Background: an optimization exercise with open tools, aiming at small area. Do not read the settings as production practice.
In this exercise RTL edits were held to simulation tests only and were not proved equivalent to the original.
No activity file was given, so power comes from the tool's default toggle rates.

==> flow/design.v <==
`default_nettype none
package tx_mux_pkg;
    localparam int N_PORTS        = 4;
    localparam int PORT_W         = 2;
    localparam int FIFO_DEPTH     = 8;
    localparam int CNT_W          = 4;
    localparam int ALMFULL_THRESH = 6;
    localparam int ADDR_W = 24;
    localparam int TAG_W  = 8;
    localparam int DATA_W = 8;
    localparam int REQ_W  = 32;
    localparam logic KIND_RD = 1'b0;
    localparam logic KIND_WR = 1'b1;
    localparam int UPPER_LSB = ADDR_W;
endpackage
`default_nettype wire
`timescale 1ns/1ps
`default_nettype none
import tx_mux_pkg::*;
module tx_mux_top
(
    input  logic                           clk,
    input  logic                           reset_q,
    input  logic [N_PORTS-1:0]             src_valid,
    input  logic [N_PORTS-1:0]             src_is_write,
    input  logic [N_PORTS-1:0][ADDR_W-1:0] src_addr,
    input  logic [N_PORTS-1:0][TAG_W-1:0]  src_tag,
    input  logic [N_PORTS-1:0][DATA_W-1:0] src_data,
    output logic [N_PORTS-1:0]             src_almfull,
    input  logic                           rd_almfull,
    input  logic                           wr_almfull,
    output logic                           rd_valid,
    output logic [ADDR_W-1:0]              rd_addr,
    output logic [TAG_W-1:0]               rd_tag,
    output logic [PORT_W-1:0]              rd_port,
    output logic                           wr_valid,
    output logic [ADDR_W-1:0]              wr_addr,
    output logic [DATA_W-1:0]              wr_data,
    output logic [PORT_W-1:0]              wr_port
);
    localparam int PTR_W = $clog2(FIFO_DEPTH);
    logic [REQ_W:0]     mem [N_PORTS][FIFO_DEPTH];
    logic [PTR_W:0]     wr_ptr [N_PORTS];
    logic [PTR_W:0]     rd_ptr [N_PORTS];
    logic [PTR_W:0]     used   [N_PORTS];
    logic [N_PORTS-1:0] not_empty;
    logic [N_PORTS-1:0] pend_q;      
    logic [N_PORTS-1:0] take;        
    logic [N_PORTS-1:0] pop;
    logic [N_PORTS-1:0] head_kind;
    logic [PORT_W-1:0]  slot_q;
    logic               rd_almfull_q;
    logic               wr_almfull_q;
    logic [N_PORTS-1:0] pop_q;       
    logic               sel_wr_q;    
    logic               sel;
    logic               sel_kind;
    logic [REQ_W-1:0]   head_word [N_PORTS];
    logic [REQ_W-1:0]   pop_word;
    logic [REQ_W-1:0]   out_q;
    always_comb
    begin
        for (int i = 0; i < N_PORTS; i++)
        begin
            pop[i]       = pop_q[i];
            used[i]      = wr_ptr[i] - rd_ptr[i];
            take[i]      = src_valid[i] && !(used[i][PTR_W] && !pop[i]);
            head_kind[i] = mem[i][rd_ptr[i][PTR_W-1:0]][REQ_W];
            not_empty[i] = (used[i] != '0) && !(used[i] == (PTR_W+1)'(1) && pend_q[i]);
            src_almfull[i] = (used[i] >= (PTR_W+1)'(ALMFULL_THRESH + 1)) ||
                             (used[i] == (PTR_W+1)'(ALMFULL_THRESH) && !pend_q[i]);
        end
    end
    always_ff @(posedge clk)
    begin
        for (int i = 0; i < N_PORTS; i++)
        begin
            if (take[i])
            begin
                mem[i][wr_ptr[i][PTR_W-1:0]] <= {src_is_write[i],
                                      src_is_write[i] ? src_data[i] : src_tag[i],
                                      src_addr[i]};
            end
        end
    end
    always_ff @(posedge clk)
    begin
        for (int i = 0; i < N_PORTS; i++)
        begin
            if (reset_q)
            begin
                wr_ptr[i] <= '0;
                rd_ptr[i] <= '0;
                pend_q[i] <= 1'b0;
            end
            else
            begin
                if (take[i])
                begin
                    wr_ptr[i] <= wr_ptr[i] + 1'b1;
                end
                if (pop[i])
                begin
                    rd_ptr[i] <= rd_ptr[i] + 1'b1;
                end
                pend_q[i] <= take[i];
            end
        end
    end
    always_comb
    begin
        sel_kind = head_kind[slot_q];
        sel = not_empty[slot_q] &&
              !(sel_kind ? wr_almfull_q : rd_almfull_q);
    end
    always_ff @(posedge clk)
    begin
        if (reset_q)
        begin
            slot_q       <= '0;
            rd_almfull_q <= 1'b0;
            wr_almfull_q <= 1'b0;
            pop_q        <= '0;
            sel_wr_q     <= 1'b0;
            rd_valid     <= 1'b0;
            wr_valid     <= 1'b0;
        end
        else
        begin
            slot_q       <= slot_q + 1'b1;
            rd_almfull_q <= rd_almfull;
            wr_almfull_q <= wr_almfull;
            for (int i = 0; i < N_PORTS; i++)
            begin
                pop_q[i] <= sel && (slot_q == PORT_W'(i));
            end
            sel_wr_q     <= sel && sel_kind;
            rd_valid     <= (|pop_q) && !sel_wr_q;
            wr_valid     <= sel_wr_q;
        end
    end
    always_comb
    begin
        pop_word = '0;
        for (int i = 0; i < N_PORTS; i++)
        begin
            head_word[i] = '0;
            for (int j = 0; j < FIFO_DEPTH; j++)
            begin
                head_word[i] = head_word[i] | ({REQ_W{rd_ptr[i][PTR_W-1:0] == PTR_W'(j)}} & mem[i][j][REQ_W-1:0]);
            end
            pop_word = pop_word | ({REQ_W{pop_q[i]}} & head_word[i]);
        end
    end
    always_ff @(posedge clk)
    begin
        out_q <= pop_word[REQ_W-1:0];
    end
    assign rd_addr = out_q[ADDR_W-1:0];
    assign wr_addr = out_q[ADDR_W-1:0];
    assign rd_tag  = out_q[UPPER_LSB +: TAG_W];
    assign wr_data = out_q[UPPER_LSB +: DATA_W];
    assign rd_port = slot_q - 2'd2;
    assign wr_port = slot_q - 2'd2;
endmodule
`default_nettype wire
Settings: LEC_CHECK=0, CAP_MARGIN=20, CORE_MARGIN=2, CORE_UTILIZATION=78, PLACE_DENSITY=0.88, SLEW_MARGIN=20; clock period 4.0 ns.
standard.sh (not shown) runs the stock make flow with config.mk's settings and CLKGATE_MAP_FILE= SYNTH_SCRIPT=/design/flow/synth_recipe.tcl, a recipe that flattens the netlist after the stock synthesis.
==> flow/flow/run.sh <==
#!/bin/bash
# Standard ORFS layout with: combinational logic re-mapped for area after
# floorplan, small port buffers, and a clock tree of clkbuf_8 leaves under a
# clkbuf_16 root with no dummy loads.
bash standard.sh \
  "POST_FLOORPLAN_TCL=$PWD/flow/restructure.tcl" \
  "BUFFER_PORTS_ARGS=-buffer_cell sky130_fd_sc_hd__buf_1" \
  "CTS_ARGS=-sink_clustering_enable -repair_clock_nets -dont_use_dummy_load -sink_clustering_size 17 -sink_clustering_max_diameter 50 -root_buf sky130_fd_sc_hd__clkbuf_16 -buf_list {sky130_fd_sc_hd__clkbuf_8}" \
  finish > flow.log 2>&1
==> flow/flow/libfilter.py <==
# Write a copy of the liberty without the cells matched by the don't-use patterns.
import fnmatch, re, sys
src, dst = sys.argv[1], sys.argv[2]
pats = sys.argv[3:]
text = open(src).read()
out = []
i = 0
cell_re = re.compile(r'\n\s*cell\s*\(\s*"?([A-Za-z0-9_]+)"?\s*\)\s*\{')
while True:
    m = cell_re.search(text, i)
    if not m:
        out.append(text[i:])
        break
    name = m.group(1)
    # find the end of this cell group
    depth = 0
    j = m.end() - 1
    while True:
        c = text[j]
        if c == '{':
            depth += 1
        elif c == '}':
            depth -= 1
            if depth == 0:
                break
        j += 1
    if any(fnmatch.fnmatch(name, p) for p in pats):
        out.append(text[i:m.start()])
    else:
        out.append(text[i:j + 1])
    i = j + 1
open(dst, 'w').write(''.join(out))
==> flow/flow/restructure.tcl <==
# POST_FLOORPLAN hook: re-map the combinational logic for area with ABC.
# Registers are left as synthesis made them.
set work [file join [file dirname $::env(FLOW_CONFIG)] rs_work]
file mkdir $work
set lib [file join $work filtered.lib]
exec python3 [file join [file dirname $::env(FLOW_CONFIG)] flow libfilter.py] \
  [lindex $::env(LIB_FILES) 0] $lib {*}$::env(DONT_USE_CELLS)
set tielo "[lindex $::env(TIELO_CELL_AND_PORT) 0]/[lindex $::env(TIELO_CELL_AND_PORT) 1]"
set tiehi "[lindex $::env(TIEHI_CELL_AND_PORT) 0]/[lindex $::env(TIEHI_CELL_AND_PORT) 1]"
report_design_area
remove_buffers
foreach pass {1 2} {
  restructure -target area -liberty_file $lib -tielo_port $tielo -tiehi_port $tiehi \
    -work_dir $work -abc_logfile [file join $work abc_$pass.log]
  report_design_area
}
The first run finished clean.
Rerun with:
--- a/flow/flow/run.sh
+++ b/flow/flow/run.sh
@@ -8 +8 @@
-  "CTS_ARGS=-sink_clustering_enable -repair_clock_nets -dont_use_dummy_load -sink_clustering_size 17 -sink_clustering_max_diameter 50 -root_buf sky130_fd_sc_hd__clkbuf_16 -buf_list {sky130_fd_sc_hd__clkbuf_8}" \
+  "CTS_ARGS=-sink_clustering_enable -repair_clock_nets -dont_use_dummy_load -sink_clustering_size 20 -sink_clustering_max_diameter 50 -root_buf sky130_fd_sc_hd__clkbuf_16 -buf_list {sky130_fd_sc_hd__clkbuf_8}" \
--- a/flow/config.mk
+++ b/flow/config.mk
@@ -10,2 +10,2 @@
-export CORE_UTILIZATION = 78
-export PLACE_DENSITY = 0.88
+export CORE_UTILIZATION = 60
+export PLACE_DENSITY = 0.7
After rerunning:
- clock power came out higher by 6.1%
- power came out higher by 1.4%
- sequential power hardly moves
Rerun with:
--- a/flow/flow/run.sh
+++ b/flow/flow/run.sh
@@ -8 +8 @@
-  "CTS_ARGS=-sink_clustering_enable -repair_clock_nets -dont_use_dummy_load -sink_clustering_size 20 -sink_clustering_max_diameter 50 -root_buf sky130_fd_sc_hd__clkbuf_16 -buf_list {sky130_fd_sc_hd__clkbuf_8}" \
+  "CTS_ARGS=-sink_clustering_enable -repair_clock_nets -dont_use_dummy_load -sink_clustering_size 17 -sink_clustering_max_diameter 50 -root_buf sky130_fd_sc_hd__clkbuf_16 -buf_list {sky130_fd_sc_hd__clkbuf_8}" \
--- a/flow/config.mk
+++ b/flow/config.mk
@@ -10,2 +10,2 @@
-export CORE_UTILIZATION = 60
-export PLACE_DENSITY = 0.7
+export CORE_UTILIZATION = 70
+export PLACE_DENSITY = 0.8
Effect:
- critical path depth is lower by 1
- utilization is higher by 9.9 points
- cell area decreases by 0.97%
- first-iteration DRC count rises by 23%
Rerun with:
--- a/flow/flow/run.sh
+++ b/flow/flow/run.sh
@@ -8 +8 @@
-  "CTS_ARGS=-sink_clustering_enable -repair_clock_nets -dont_use_dummy_load -sink_clustering_size 17 -sink_clustering_max_diameter 50 -root_buf sky130_fd_sc_hd__clkbuf_16 -buf_list {sky130_fd_sc_hd__clkbuf_8}" \
+  "CTS_ARGS=-sink_clustering_enable -repair_clock_nets -dont_use_dummy_load -sink_clustering_size 20 -sink_clustering_max_diameter 50 -root_buf sky130_fd_sc_hd__clkbuf_16 -buf_list {sky130_fd_sc_hd__clkbuf_8}" \
--- a/flow/config.mk
+++ b/flow/config.mk
@@ -8 +8 @@
-export CAP_MARGIN = 20
+export CAP_MARGIN = 10
@@ -10,3 +10,3 @@
-export CORE_UTILIZATION = 70
-export PLACE_DENSITY = 0.8
-export SLEW_MARGIN = 20
+export CORE_UTILIZATION = 60
+export PLACE_DENSITY = 0.7
+export SLEW_MARGIN = 10
Result:
- The changed run produced a clean layout
- final area goes up slightly
- power went up slightly
- routed wire length rises slightly
- setup slack improved by 0.10 ns
- synthesized cell count is unchanged
- synthesized area stays the same
- via count came out lower slightly
- utilization decreases by 10 points
- worst hold slack improved by 0.039 ns
Rerun with:
--- a/flow/config.mk
+++ b/flow/config.mk
@@ -8 +8 @@
-export CAP_MARGIN = 10
+export CAP_MARGIN = 20
@@ -10,3 +10,3 @@
-export CORE_UTILIZATION = 60
-export PLACE_DENSITY = 0.7
-export SLEW_MARGIN = 10
+export CORE_UTILIZATION = 70
+export PLACE_DENSITY = 0.8
+export SLEW_MARGIN = 20
=>
- The new run finished clean
- count of clock-buffer cells in the layout decreases by 20
- total power falls by a few percent
- synthesized cell count is unchanged
- via count goes up slightly
- global-route usage climbs by 4.3 points
- wire length drops slightly
- sequential share of layout area rose by 0.99 points
- clock skew came out lower by 0.0070 ns
- cell area shrinks slightly

[separate check: timing with driven ports]
Ports are ideal in the flow. The routed layouts listed here were re-timed in OpenROAD.
Step 1, drivers: a clkbuf_16 drives clk and a buf_2 each remaining input, both assumed.
Step 2 times the ports against the registers' clock, not the clock port: input delays grow and output delays shrink by t, the midpoint of the rising clock arrivals with the driver on.
Slacks: ideal ports / drivers / drivers and shift; pairs: ideal ports / drivers.
run	t (ns)	setup WS [ns]	worst hold slack (ns)	worst setup path after step 2	worst register clock-pin slew, ns
the first run	0.671	0.093 / 0.031 / 0.373	0.423 / 0.423 / 0.423	register to register	0.12 / 0.12
the second run	0.668	0.275 / 0.210 / 0.481	0.433 / 0.433 / 0.433	register to register	0.11 / 0.11
the third run	0.652	0.171 / 0.109 / 0.368	0.402 / 0.402 / 0.402	register to register	0.10 / 0.10
the fourth run	0.670	0.272 / 0.206 / 0.506	0.442 / 0.442 / 0.442	register to register	0.12 / 0.12
the fifth run	0.652	0.197 / 0.134 / 0.400	0.420 / 0.420 / 0.420	register to register	0.12 / 0.12
After both steps every run listed still meets setup and hold.
